From an optimization exercise on the open Yosys and OpenROAD flow, aimed at small area, a short achievable clock period and few clock cycles; shortcuts taken in it are not production practice. In this exercise RTL edits were held to simulation tests only and were not proved equivalent to the original. Power figures rest on the tool's default switching activity, not on a simulated workload.

==> v35 <==
// raster_core_multirow
module raster_core_multirow #(
   parameter int unsigned CORE_ID      = 3,
   parameter int unsigned NUM_ROWS     = 2,
   parameter int unsigned X_MAX        = 400,
   parameter int unsigned BRAM_LATENCY = 2,
   parameter logic [31:0] LAMBDA_ONE   = 32'h0001_0000,
   parameter int unsigned ADDR_W       = 10
) (
   input  logic              clk,
   input  logic              reset,
   input  logic              s_valid,
   input  logic [31:0]       s_data,
   output logic              s_ready,
   output logic              m_valid,
   input  logic              m_ready,
   output logic [15:0]       m_data,
   output logic              m_last,
   output logic              rch_en,
   output logic [ADDR_W-1:0] rch_addr,
   input  logic [31:0]       rch_data,
   output logic              wch_en,
   output logic [ADDR_W-1:0] wch_addr,
   output logic [31:0]       wch_data
);
   localparam int unsigned NPIX     = NUM_ROWS * X_MAX;
   localparam int unsigned ROW_BASE = CORE_ID * NUM_ROWS;
   localparam int unsigned JSH      = 5;             
   localparam int unsigned NW       = 32 + JSH + 1;  
   typedef enum logic [2:0] {
      M_RX,
      M_PREP,
      M_LOAD,
      M_LOAD2,
      M_INIT,
      M_RAST,
      M_DRAIN
   } mstate_t;
   typedef enum logic [1:0] {
      E_IDLE,
      E_CLEAR,
      E_WB
   } estate_t;
   mstate_t           ms_q;
   estate_t           es_q;
   logic [3:0]        wcnt_q;
   logic [2:0]        pc_q;
   logic              f6_q, f7_q, row_q, wbq_q;
   logic [11:0]       id_q;
   logic [31:0]       l0_q, l1_q, dx0_q, dx1_q, r0_q, r1_q;
   logic [15:0]       z_q, dz_q, rz_q;
   logic [8:0]        x_q;
   logic [ADDR_W-1:0] ra_q, need_q;
   logic [31:0]       c0_q, c1_q;
   logic [15:0]       cz_q;
   logic              skb_q;    
   logic              pls_q;    
   logic              fb0_q, fb1_q;  
   logic              lb_q;     
   logic [31:0]       cs_q;     
   logic [31-JSH:0]   dxs_q;    
   logic              v2_q, v3_q;
   logic [15:0]       zp1_q, zp2_q, zp3_q;
   logic [ADDR_W-1:0] a2_q, a3_q;
   logic              m_valid_q, m_last_q;
   logic [12:0]       m_data_q;
   logic              rch_en_q, wch_en_q;
   logic [ADDR_W-1:0] rch_addr_q, wch_addr_q;
   logic [27:0]       wch_data_q;
   assign m_valid  = m_valid_q;
  ...
clock: 8.0 ns
lec_check: 0
cap_margin: 20
core_margin: 2
core_utilization: 40
setup_slack_margin: 4.0
slew_margin: 20
run.sh (not shown) runs the stock make flow with config.mk's settings and CLKGATE_MAP_FILE= SYNTH_SCRIPT=/design/flow/synth_recipe.tcl, a recipe that flattens the netlist after the stock synthesis.
==> v24 (differences from v35) <==
--- a/flow/design.v
+++ b/flow/design.v
@@ -38,31 +38,33 @@
    typedef enum logic [1:0] {
       E_IDLE,
       E_CLEAR,
       E_WB
    } estate_t;
    mstate_t           ms_q;
    estate_t           es_q;
    logic [3:0]        wcnt_q;
-   logic [2:0]        pc_q;
+   logic              sw_q;     
+   logic              swp_q;    
+   logic [2:0]        a0_q, a1_q;   
+   logic [1:0]        az_q;     
    logic              f6_q, f7_q, row_q, wbq_q;
    logic [11:0]       id_q;
    logic [31:0]       l0_q, l1_q, dx0_q, dx1_q, r0_q, r1_q;
-   logic [15:0]       z_q, dz_q, rz_q;
+   logic [15:0]       z_q, rz_q;
+   logic [16:0]       dz_q;     
    logic [8:0]        x_q;
    logic [ADDR_W-1:0] ra_q, need_q;
    logic [31:0]       c0_q, c1_q;
    logic [15:0]       cz_q;
    logic              skb_q;    
    logic              pls_q;    
    logic              fb0_q, fb1_q;  
    logic              lb_q;     
-   logic [31:0]       cs_q;     
-   logic [31-JSH:0]   dxs_q;    
    logic              v2_q, v3_q;
    logic [15:0]       zp1_q, zp2_q, zp3_q;
    logic [ADDR_W-1:0] a2_q, a3_q;
    logic              m_valid_q, m_last_q;
    logic [12:0]       m_data_q;
    logic              rch_en_q, wch_en_q;
    logic [ADDR_W-1:0] rch_addr_q, wch_addr_q;
    logic [27:0]       wch_data_q;
@@ -74,19 +76,18 @@
    assign wch_en   = wch_en_q;
    assign wch_addr = wch_addr_q;
    assign wch_data = {4'b0, wch_data_q};
    logic              acc, prep_add, prep_swap, in_rast, in_init, in_load, cs_load;
    logic [31:0]       sum0, sum1;
    logic [15:0]       sumz;
    logic [NW-1:0]     n0, n1;
    logic [15:0]       nz;
-   logic [31:0]       ns;
-   logic              fit0, fit1, ns_big, skb_d, pls_d;
-   logic [31:0]       lsum;
+   logic [31:0]       ns_s, ns_k;
+   logic              fit0, fit1, neg0, neg1, sg0, sg1, ns_big, skb_d, pls_d;
    logic              cov, lbig, seg_skip, at_bnd, jump, to_bnd, x_end;
    logic              step, issue, trans, wb_drop, wb_take;
    logic [ADDR_W-1:0] pix_addr;
    logic              eng_free, s_ready_d, s_ready_q;
    function automatic logic [32:0] add33(input logic [32:0] a, input logic [32:0] b,
                                          input logic ci);
       logic [32:0] p, g, pp, gg, gn, pn;
       p = a ^ b;
@@ -103,42 +104,48 @@
                pn[i] = pp[i] & pp[(i / d) * d - 1];
             end
          end
          gg = gn;
          pp = pn;
       end
       add33 = p ^ {gg[31:0], ci};
    endfunction
-   function automatic logic ns_gt_one(input logic [31:0] cs, input logic [26:0] dx);
-      logic [10:0] al, bl;
-      logic [15:0] ah, bh;
-      logic [10:0] g, p;
+   function automatic logic gt_one(input logic [31:0] a, input logic [31:0] b);
+      logic [15:0] al, bl, ah, bh, g, p;
       logic        c, zl, zh, eh;
-      al = cs[15:5];
-      bl = dx[10:0];
-      ah = cs[31:16];
-      bh = dx[26:11];
+      al = a[15:0];
+      bl = b[15:0];
+      ah = a[31:16];
+      bh = b[31:16];
       g = al & bl;
       p = al | bl;
       c = 1'b0;
-      for (int i = 0; i < 11; i++)
+      for (int i = 0; i < 16; i++)
          c = g[i] | (p[i] & c);
       zl = !(al[0] ^ bl[0]);
-      for (int i = 1; i < 11; i++)
+      for (int i = 1; i < 16; i++)
          zl = zl && ((al[i] ^ bl[i]) == (al[i-1] | bl[i-1]));
-      zh = 1'b1;
-      eh = (ah[1] ^ bh[1]) == (ah[0] & bh[0]);
+      zh = (ah[0] ^ bh[0]) == c;
+      eh = ((ah[0] ^ bh[0]) != (al[15] | bl[15])) &&
+           ((ah[1] ^ bh[1]) == (ah[0] & bh[0]));
       for (int i = 1; i < 16; i++)
          zh = zh && ((ah[i] ^ bh[i]) == (ah[i-1] | bh[i-1]));
       for (int i = 2; i < 16; i++)
          eh = eh && ((ah[i] ^ bh[i]) == (ah[i-1] | bh[i-1]));
-      zh = zh && ((ah[0] ^ bh[0]) == c);
-      eh = eh && zl && ((ah[0] ^ bh[0]) != (al[10] | bl[10])) && cs[4:0] == '0;
-      ns_gt_one = !(zh || eh);
+      gt_one = !(zh || (zl && eh));
+   endfunction
+   function automatic logic [63:0] csa4(input logic [31:0] a, input logic [31:0] b,
+                                        input logic [31:0] d, input logic [31:0] e);
+      logic [31:0] s1, k1, s2, k2;
+      s1 = a ^ b ^ d;
+      k1 = {(a[30:0] & b[30:0]) | (a[30:0] & d[30:0]) | (b[30:0] & d[30:0]), 1'b0};
+      s2 = s1 ^ k1 ^ e;
+      k2 = {(s1[30:0] & k1[30:0]) | (s1[30:0] & e[30:0]) | (k1[30:0] & e[30:0]), 1'b0};
+      csa4 = {s2, k2};
    endfunction
    function automatic logic sum_le_one(input logic [30:0] a, input logic [30:0] b);
       logic [15:0] al, bl, g, p;
       logic [14:0] ah, bh;
       logic        c, zl, az, bz;
       al = a[15:0];
       bl = b[15:0];
       ah = a[30:16];
@@ -153,44 +160,68 @@
          zl = zl && ((al[i] ^ bl[i]) == (al[i-1] | bl[i-1]));
       az = ah[14:1] == '0;
       bz = bh[14:1] == '0;
       sum_le_one = az && bz && (
          (!ah[0] && !bh[0] && !c) ||
          (zl && (al[15] | bl[15]) && !ah[0] && !bh[0]) ||
          (zl && al == '0 && bl == '0 && (ah[0] ^ bh[0])));
    endfunction
+   function automatic logic [2:0] blk_step(input logic [31:0] c, input logic [31:0] dx);
+      logic [25:0] a, b, g, p, gn, pn;
+      logic [6:0]  t0, t1, st;
+      logic        cy;
+      a = c[30:5];
+      b = dx[25:0];
+      g = a & b;
+      p = a ^ b;
+      for (int d = 1; d < 26; d = d * 2) begin
+         gn = g;
+         pn = p;
+         for (int i = 0; i < 26; i++) begin
+            if ((i / d) % 2 == 1) begin
+               gn[i] = g[i] | (p[i] & g[(i / d) * d - 1]);
+               pn[i] = p[i] & p[(i / d) * d - 1];
+            end
+         end
+         g = gn;
+         p = pn;
+      end
+      cy = g[25];
+      t0 = {dx[31], dx[31:26]} - {6'b0, c[31]};
+      t1 = t0 + 7'd1;
+      st = cy ? t1 : t0;
+      blk_step = {st == '0 || st == '1, st[6], st[0]};
+   endfunction
    always_comb begin
       acc       = s_valid && s_ready_d;
-      prep_add  = ms_q == M_PREP && pc_q != 3'd6 && pc_q != 3'd7;
-      prep_swap = ms_q == M_PREP && pc_q == 3'd6;
+      prep_swap = swp_q;
       in_rast   = ms_q == M_RAST;
       in_init   = ms_q == M_INIT;
       in_load   = ms_q == M_LOAD;
-      cs_load   = ms_q == M_LOAD2 || (ms_q == M_PREP && pc_q == 3'd7);
+      cs_load   = ms_q == M_LOAD2 || prep_swap;
       sum0 = 32'(add33(33'(l0_q), 33'(dx0_q), 1'b0));
       sum1 = 32'(add33(33'(l1_q), 33'(dx1_q), 1'b0));
-      sumz = 16'(add33(33'(z_q), 33'(dz_q), 1'b0));
-      lsum = l0_q + l1_q;
+      sumz = 16'(add33(33'(z_q), 33'(prep_swap ? dz_q[16:1] : dz_q[15:0]), 1'b0));
       lbig = !sum_le_one(l0_q[30:0], l1_q[30:0]);
       cov  = !l0_q[31] && !l1_q[31] && !lbig;
       n0 = {add33({{(JSH+1){c0_q[31]}}, c0_q[31:JSH]}, {dx0_q[31], dx0_q}, 1'b0),
             c0_q[JSH-1:0]};
       n1 = {add33({{(JSH+1){c1_q[31]}}, c1_q[31:JSH]}, {dx1_q[31], dx1_q}, 1'b0),
             c1_q[JSH-1:0]};
       nz = {11'(add33(33'(cz_q[15:JSH]), 33'(dz_q[15-JSH:0]), 1'b0)), cz_q[JSH-1:0]};
-      ns = {27'(add33(33'(cs_q[31:JSH]), 33'(dxs_q), 1'b0)), cs_q[JSH-1:0]};
-      fit0   = n0[NW-1:31] == '0 || n0[NW-1:31] == '1;
-      fit1   = n1[NW-1:31] == '0 || n1[NW-1:31] == '1;
-      ns_big = ns_gt_one(cs_q, dxs_q);
-      skb_d = (c0_q[31] && fit0 && n0[NW-1]) ||
-              (c1_q[31] && fit1 && n1[NW-1]) ||
+      {ns_s, ns_k} = csa4(c0_q, c1_q, {dx0_q[31-JSH:0], JSH'(0)}, {dx1_q[31-JSH:0], JSH'(0)});
+      {fit0, neg0, sg0} = blk_step(c0_q, dx0_q);
+      {fit1, neg1, sg1} = blk_step(c1_q, dx1_q);
+      ns_big = gt_one(ns_s, ns_k);
+      skb_d = (c0_q[31] && fit0 && neg0) ||
+              (c1_q[31] && fit1 && neg1) ||
               (pls_q &&
-               fit0 && fit1 && !n0[31] && !n1[31] && ns_big);
-      pls_d = !n0[31] && !n1[31] && ns_big;
+               fit0 && fit1 && !sg0 && !sg1 && ns_big);
+      pls_d = !sg0 && !sg1 && ns_big;
       seg_skip = (fb0_q && l0_q[31] && c0_q[31]) ||
                  (fb1_q && l1_q[31] && c1_q[31]) ||
                  (fb0_q && fb1_q && lb_q && pls_q);
       at_bnd   = x_q[JSH-1:0] == '0;
       x_end    = x_q >= 9'(X_MAX);
       jump     = in_rast && !x_end && (at_bnd ? skb_q : seg_skip);
       step     = in_rast && !x_end && !jump;
       issue    = step && cov;
@@ -213,17 +244,17 @@
       case (ms_q)
          M_RX: begin
             if (acc) begin
                wcnt_n = wcnt_q == 4'd9 ? 4'd0 : wcnt_q + 4'd1;
                if (wcnt_q == 4'd9 && (f6_q || f7_q))
                   ms_n = M_PREP;
             end
          end
-         M_PREP:  if (pc_q == 3'd7 && eng_free) ms_n = f6_q ? M_INIT : M_RAST;
+         M_PREP:  if (sw_q && eng_free) ms_n = f6_q ? M_INIT : M_RAST;
          M_LOAD:  ms_n = M_LOAD2;    
          M_LOAD2: ms_n = M_INIT;     
          M_INIT:  ms_n = M_RAST;     
          M_RAST:  if (x_end) ms_n = (!row_q && f7_q) ? M_LOAD : M_DRAIN;
          default: if (!rch_en_q && !v2_q) ms_n = M_RX;    
       endcase
       wbq_n = wbq_q;
       if (es_q == E_IDLE && wbq_q)
@@ -236,66 +267,61 @@
       if (acc && wcnt_q == 4'd0) begin
          id_q <= s_data[31:20];
          f6_q <= !s_data[12] && s_data[5:0] <= 6'(ROW_BASE) &&
                  s_data[11:6] >= 6'(ROW_BASE);
          f7_q <= !s_data[12] && s_data[5:0] <= 6'(ROW_BASE + 1) &&
                  s_data[11:6] >= 6'(ROW_BASE + 1);
       end
       if (acc && wcnt_q == 4'd1)                 l0_q <= s_data;
-      else if (prep_add || step)                  l0_q <= sum0;
+      else if (a0_q != '0 || step)               l0_q <= sum0;
       else if (in_load || in_init || jump)                   l0_q <= c0_q;
       if (acc && wcnt_q == 4'd2)                 l1_q <= s_data;
-      else if (prep_add || step)                  l1_q <= sum1;
+      else if (a1_q != '0 || step)               l1_q <= sum1;
       else if (in_load || in_init || jump)                   l1_q <= c1_q;
       if (acc && wcnt_q == 4'd7)                 z_q  <= s_data[15:0];
-      else if (prep_add || step)                  z_q  <= sumz;
+      else if (az_q != '0 || step)               z_q  <= sumz;
       else if (in_load || in_init || jump)                   z_q  <= cz_q;
       if (acc && wcnt_q == 4'd3)                 r0_q <= s_data;
       else if (prep_swap)                         r0_q <= sum0;
       if (acc && wcnt_q == 4'd5)                 r1_q <= s_data;
       else if (prep_swap)                         r1_q <= sum1;
       if (acc && wcnt_q == 4'd8)                 rz_q <= s_data[15:0];
       else if (prep_swap)                         rz_q <= sumz;
       if (acc && wcnt_q == 4'd4)                 dx0_q <= s_data;
       else if (prep_swap)                         dx0_q <= r0_q;
       if (acc && wcnt_q == 4'd6)                 dx1_q <= s_data;
       else if (prep_swap)                         dx1_q <= r1_q;
-      if (acc && wcnt_q == 4'd9)                 dz_q  <= s_data[15:0];
-      else if (prep_swap)                         dz_q  <= rz_q;
+      if (acc && wcnt_q == 4'd9)                 dz_q  <= {s_data[15:0], 1'b0};
+      else if (prep_swap)                         dz_q  <= {1'b0, rz_q};
       if (prep_swap) begin
          c0_q <= l0_q;
          c1_q <= l1_q;
          cz_q <= z_q;
       end else if (trans) begin
          c0_q <= r0_q;
          c1_q <= r1_q;
          cz_q <= rz_q;
       end else if (in_init || to_bnd) begin
          c0_q <= n0[31:0];
          c1_q <= n1[31:0];
          cz_q <= nz;
       end
-      dxs_q <= (32-JSH)'(add33(33'(dx0_q), 33'(dx1_q), 1'b0));
-      if (cs_load)
-         cs_q <= lsum;
-      else if (in_init || to_bnd)
-         cs_q <= ns;
       if (cs_load)
          pls_q <= !l0_q[31] && !l1_q[31] && lbig;
       else if (in_init || to_bnd)
          pls_q <= pls_d;
       if (in_init || to_bnd) begin
          fb0_q <= fit0;
          fb1_q <= fit1;
       end
       if (in_init || in_rast)
          skb_q <= skb_d;
       lb_q <= step && !l0_q[31] && !l1_q[31] && lbig;
-      if (ms_q == M_PREP && pc_q == 3'd7 && eng_free) begin
+      if (ms_q == M_PREP && sw_q && eng_free) begin
          row_q <= 1'b0;
          x_q   <= f6_q ? 9'd0 : 9'(X_MAX);
       end else if (trans) begin
          row_q <= 1'b1;
          x_q   <= '0;
       end else if (jump) begin
          x_q   <= {x_q[8:JSH] + 4'd1, JSH'(0)};
       end else if (step) begin
@@ -314,17 +340,21 @@
          m_last_q <= need_q == ADDR_W'(NPIX - 1);
       end
    end
    always_ff @(posedge clk) begin
       if (reset) begin
          ms_q      <= M_RX;
          es_q      <= E_CLEAR;
          wcnt_q    <= '0;
-         pc_q      <= '0;
+         sw_q      <= 1'b0;
+         swp_q     <= 1'b0;
+         a0_q      <= '0;
+         a1_q      <= '0;
+         az_q      <= '0;
          s_ready_q <= 1'b1;
          wbq_q     <= 1'b0;
          ra_q      <= '0;
          need_q    <= '0;
          v2_q      <= 1'b0;
          v3_q      <= 1'b0;
          m_valid_q <= 1'b0;
          rch_en_q  <= 1'b0;
@@ -333,20 +363,32 @@
          v2_q     <= rch_en_q && !wb_drop;
          v3_q     <= v2_q && !wb_drop;
          rch_en_q <= issue;
          wch_en_q <= v3_q && es_q == E_IDLE && zp3_q > rch_data[15:0];
          ms_q      <= ms_n;
          wcnt_q    <= wcnt_n;
          wbq_q     <= wbq_n;
          s_ready_q <= ms_n == M_RX && !(wcnt_n == 4'd0 && wbq_n);
-         if (ms_q == M_RX)
-            pc_q <= '0;
-         else if (ms_q == M_PREP && pc_q != 3'd7)
-            pc_q <= pc_q + 3'd1;
+         sw_q <= ms_q == M_PREP && (sw_q || prep_swap);
+         swp_q <= ms_n == M_PREP && !(ms_q == M_PREP && (sw_q || prep_swap)) &&
+                  a0_q <= 3'd1 && a1_q <= 3'd1 && az_q <= 2'd1 &&
+                  !(acc && (wcnt_q == 4'd4 || wcnt_q == 4'd6 || wcnt_q == 4'd9));
+         if (acc && wcnt_q == 4'd4)
+            a0_q <= 3'd6;
+         else if (a0_q != '0)
+            a0_q <= a0_q - 3'd1;
+         if (acc && wcnt_q == 4'd6)
+            a1_q <= 3'd6;
+         else if (a1_q != '0)
+            a1_q <= a1_q - 3'd1;
+         if (acc && wcnt_q == 4'd9)
+            az_q <= 2'd3;
+         else if (az_q != '0)
+            az_q <= az_q - 2'd1;
          if (m_valid_q && m_ready)
             m_valid_q <= 1'b0;
          case (es_q)
             E_CLEAR: begin
                wch_en_q <= 1'b1;
                if (ra_q == ADDR_W'(NPIX - 1)) begin
                   ra_q <= '0;
                   es_q <= E_IDLE;
ABC_AREA = 1   (was unset)
SETUP_SLACK_MARGIN = 4.5   (was 4.0)
==> v14 (differences from v35) <==
--- a/flow/design.v
+++ b/flow/design.v
@@ -76,17 +76,17 @@
    assign wch_data = {4'b0, wch_data_q};
    logic              acc, prep_add, prep_swap, in_rast, in_init, in_load, cs_load;
    logic [31:0]       sum0, sum1;
    logic [15:0]       sumz;
    logic [NW-1:0]     n0, n1;
    logic [15:0]       nz;
    logic [31:0]       ns;
    logic              fit0, fit1, ns_big, skb_d, pls_d;
-   logic [31:0]       lsum;
+   logic [32:0]       lsum;
    logic              cov, lbig, seg_skip, at_bnd, jump, to_bnd, x_end;
    logic              step, issue, trans, wb_drop, wb_take;
    logic [ADDR_W-1:0] pix_addr;
    logic              eng_free, s_ready_d, s_ready_q;
    function automatic logic [32:0] add33(input logic [32:0] a, input logic [32:0] b,
                                          input logic ci);
       logic [32:0] p, g, pp, gg, gn, pn;
       p = a ^ b;
@@ -103,89 +103,39 @@
                pn[i] = pp[i] & pp[(i / d) * d - 1];
             end
          end
          gg = gn;
          pp = pn;
       end
       add33 = p ^ {gg[31:0], ci};
    endfunction
-   function automatic logic ns_gt_one(input logic [31:0] cs, input logic [26:0] dx);
-      logic [10:0] al, bl;
-      logic [15:0] ah, bh;
-      logic [10:0] g, p;
-      logic        c, zl, zh, eh;
-      al = cs[15:5];
-      bl = dx[10:0];
-      ah = cs[31:16];
-      bh = dx[26:11];
-      g = al & bl;
-      p = al | bl;
-      c = 1'b0;
-      for (int i = 0; i < 11; i++)
-         c = g[i] | (p[i] & c);
-      zl = !(al[0] ^ bl[0]);
-      for (int i = 1; i < 11; i++)
-         zl = zl && ((al[i] ^ bl[i]) == (al[i-1] | bl[i-1]));
-      zh = 1'b1;
-      eh = (ah[1] ^ bh[1]) == (ah[0] & bh[0]);
-      for (int i = 1; i < 16; i++)
-         zh = zh && ((ah[i] ^ bh[i]) == (ah[i-1] | bh[i-1]));
-      for (int i = 2; i < 16; i++)
-         eh = eh && ((ah[i] ^ bh[i]) == (ah[i-1] | bh[i-1]));
-      zh = zh && ((ah[0] ^ bh[0]) == c);
-      eh = eh && zl && ((ah[0] ^ bh[0]) != (al[10] | bl[10])) && cs[4:0] == '0;
-      ns_gt_one = !(zh || eh);
-   endfunction
-   function automatic logic sum_le_one(input logic [30:0] a, input logic [30:0] b);
-      logic [15:0] al, bl, g, p;
-      logic [14:0] ah, bh;
-      logic        c, zl, az, bz;
-      al = a[15:0];
-      bl = b[15:0];
-      ah = a[30:16];
-      bh = b[30:16];
-      g = al & bl;
-      p = al | bl;
-      c = 1'b0;
-      for (int i = 0; i < 16; i++)
-         c = g[i] | (p[i] & c);
-      zl = !(al[0] ^ bl[0]);
-      for (int i = 1; i < 16; i++)
-         zl = zl && ((al[i] ^ bl[i]) == (al[i-1] | bl[i-1]));
-      az = ah[14:1] == '0;
-      bz = bh[14:1] == '0;
-      sum_le_one = az && bz && (
-         (!ah[0] && !bh[0] && !c) ||
-         (zl && (al[15] | bl[15]) && !ah[0] && !bh[0]) ||
-         (zl && al == '0 && bl == '0 && (ah[0] ^ bh[0])));
-   endfunction
    always_comb begin
       acc       = s_valid && s_ready_d;
       prep_add  = ms_q == M_PREP && pc_q != 3'd6 && pc_q != 3'd7;
       prep_swap = ms_q == M_PREP && pc_q == 3'd6;
       in_rast   = ms_q == M_RAST;
       in_init   = ms_q == M_INIT;
       in_load   = ms_q == M_LOAD;
       cs_load   = ms_q == M_LOAD2 || (ms_q == M_PREP && pc_q == 3'd7);
       sum0 = 32'(add33(33'(l0_q), 33'(dx0_q), 1'b0));
       sum1 = 32'(add33(33'(l1_q), 33'(dx1_q), 1'b0));
       sumz = 16'(add33(33'(z_q), 33'(dz_q), 1'b0));
-      lsum = l0_q + l1_q;
-      lbig = !sum_le_one(l0_q[30:0], l1_q[30:0]);
+      lsum = {1'b0, l0_q} + {1'b0, l1_q};
+      lbig = lsum > {1'b0, LAMBDA_ONE};
       cov  = !l0_q[31] && !l1_q[31] && !lbig;
       n0 = {add33({{(JSH+1){c0_q[31]}}, c0_q[31:JSH]}, {dx0_q[31], dx0_q}, 1'b0),
             c0_q[JSH-1:0]};
       n1 = {add33({{(JSH+1){c1_q[31]}}, c1_q[31:JSH]}, {dx1_q[31], dx1_q}, 1'b0),
             c1_q[JSH-1:0]};
       nz = {11'(add33(33'(cz_q[15:JSH]), 33'(dz_q[15-JSH:0]), 1'b0)), cz_q[JSH-1:0]};
       ns = {27'(add33(33'(cs_q[31:JSH]), 33'(dxs_q), 1'b0)), cs_q[JSH-1:0]};
       fit0   = n0[NW-1:31] == '0 || n0[NW-1:31] == '1;
       fit1   = n1[NW-1:31] == '0 || n1[NW-1:31] == '1;
-      ns_big = ns_gt_one(cs_q, dxs_q);
+      ns_big = ns > LAMBDA_ONE;
       skb_d = (c0_q[31] && fit0 && n0[NW-1]) ||
               (c1_q[31] && fit1 && n1[NW-1]) ||
               (pls_q &&
                fit0 && fit1 && !n0[31] && !n1[31] && ns_big);
       pls_d = !n0[31] && !n1[31] && ns_big;
       seg_skip = (fb0_q && l0_q[31] && c0_q[31]) ||
                  (fb1_q && l1_q[31] && c1_q[31]) ||
                  (fb0_q && fb1_q && lb_q && pls_q);
@@ -198,17 +148,17 @@
       trans    = in_rast && x_end && !row_q && f7_q;
       pix_addr = row_q ? ADDR_W'(x_q) + ADDR_W'(X_MAX) : ADDR_W'(x_q);
       eng_free = es_q == E_IDLE && !wbq_q;
       wb_drop  = es_q == E_WB && v3_q && m_valid_q && !m_ready;
       wb_take  = es_q == E_WB && v3_q && !wb_drop;
       s_ready_d = s_ready_q;
    end
    logic unused_d;
-   assign unused_d = ^{rch_data[31:28], s_data[19:13]};
+   assign unused_d = ^{rch_data[31:28], s_data[19:13], lsum[32]};
    mstate_t           ms_n;
    logic [3:0]        wcnt_n;
    logic              wbq_n;
    always_comb begin
       ms_n   = ms_q;
       wcnt_n = wcnt_q;
       case (ms_q)
          M_RX: begin
@@ -271,17 +221,17 @@
          cz_q <= rz_q;
       end else if (in_init || to_bnd) begin
          c0_q <= n0[31:0];
          c1_q <= n1[31:0];
          cz_q <= nz;
       end
       dxs_q <= (32-JSH)'(add33(33'(dx0_q), 33'(dx1_q), 1'b0));
       if (cs_load)
-         cs_q <= lsum;
+         cs_q <= lsum[31:0];
       else if (in_init || to_bnd)
          cs_q <= ns;
       if (cs_load)
          pls_q <= !l0_q[31] && !l1_q[31] && lbig;
       else if (in_init || to_bnd)
          pls_q <= pls_d;
       if (in_init || to_bnd) begin
          fb0_q <= fit0;
SETUP_SLACK_MARGIN = 4.6   (was 4.0)
==> comparison table <==
| quantity | v24 | v14 | v35 |
|---|---|---|---|
| Data required, critical path | 8.36 ns | 8.34 ns | 8.36 ns |
| Fraction of synthesized area in multiplexers | 0% | 4.17% | 3.98% |
| GR Layer Usage met1 | 33.1% | 32.4% | 31.2% |
| Wire length on met3 | 8.72 mm | 7.94 mm | 7.60 mm |
| Area occupied by registers | 14,100 sq um | 15,500 sq um | 15,500 sq um |
| Worst path setup slack after routing | 4.18 ns | 3.74 ns | 4.14 ns |
| Critical R2R Capture | c0_q[22] | skb_q | pls_q |
| Total number of vias | 25,900 | 26,800 | 26,600 |
| Result of the run | complete, no violations | complete, no violations | complete, no violations |
| WP depth | 24 | 17 | 15 |
| Wirelength per Cell | 20.9 microns | 22.2 microns | 21.2 microns |
| Switching fraction of total power | 36.9% | 24.9% | 24.5% |
| Multi-input logic cell count | 2,313 | 2,513 | 2,624 |
| H-Tree Level Count | 2 | 3 | 3 |
| Worst hold margin | 0.322 ns | 0.321 ns | 0.323 ns |
| Number of inverters outside the clock class in the layout | 486 | 112 | 205 |
| Via count normalized by instance count | 5.42 | 5.71 | 5.48 |
Testbench counts of v35, summed over its fixed seeds: cycles 89,220.
Testbench counts of v24, summed over its fixed seeds: cycles 88,275.
Testbench counts of v14, summed over its fixed seeds: cycles 89,220.

==> separate check: timing with driven ports <==
The results above use ideal ports. As a check the final layouts listed here were re-extracted and re-timed, cells and wires unchanged.
Step 1: set_driving_cell puts a clkbuf_16 on clk and a buf_2 on each other input, an assumption about the parent block.
Step 2 moves the port delays by t, midway between the first and last clock arrival at a register: inputs arrive t later, outputs are due t later. That takes back most of the time a late clock gives input paths.
Slacks: ideal ports / drivers / drivers and shift; pairs: ideal ports / drivers.
run | shift t [ns] | slack for setup (ns) | worst register clock-pin slew, ns
v35 | 0.673 | 4.138 / 4.138 / 3.524 | 0.06 / 0.06
v24 | 0.698 | 4.175 / 4.175 / 3.762 | 0.07 / 0.07
v14 | 0.670 | 3.743 / 3.743 / 3.743 | 0.07 / 0.07
After both steps every run listed still meets setup and hold. The setup slack of v35, which loses most, moves by 0.000 ns with the drivers and by -0.614 ns with both steps.
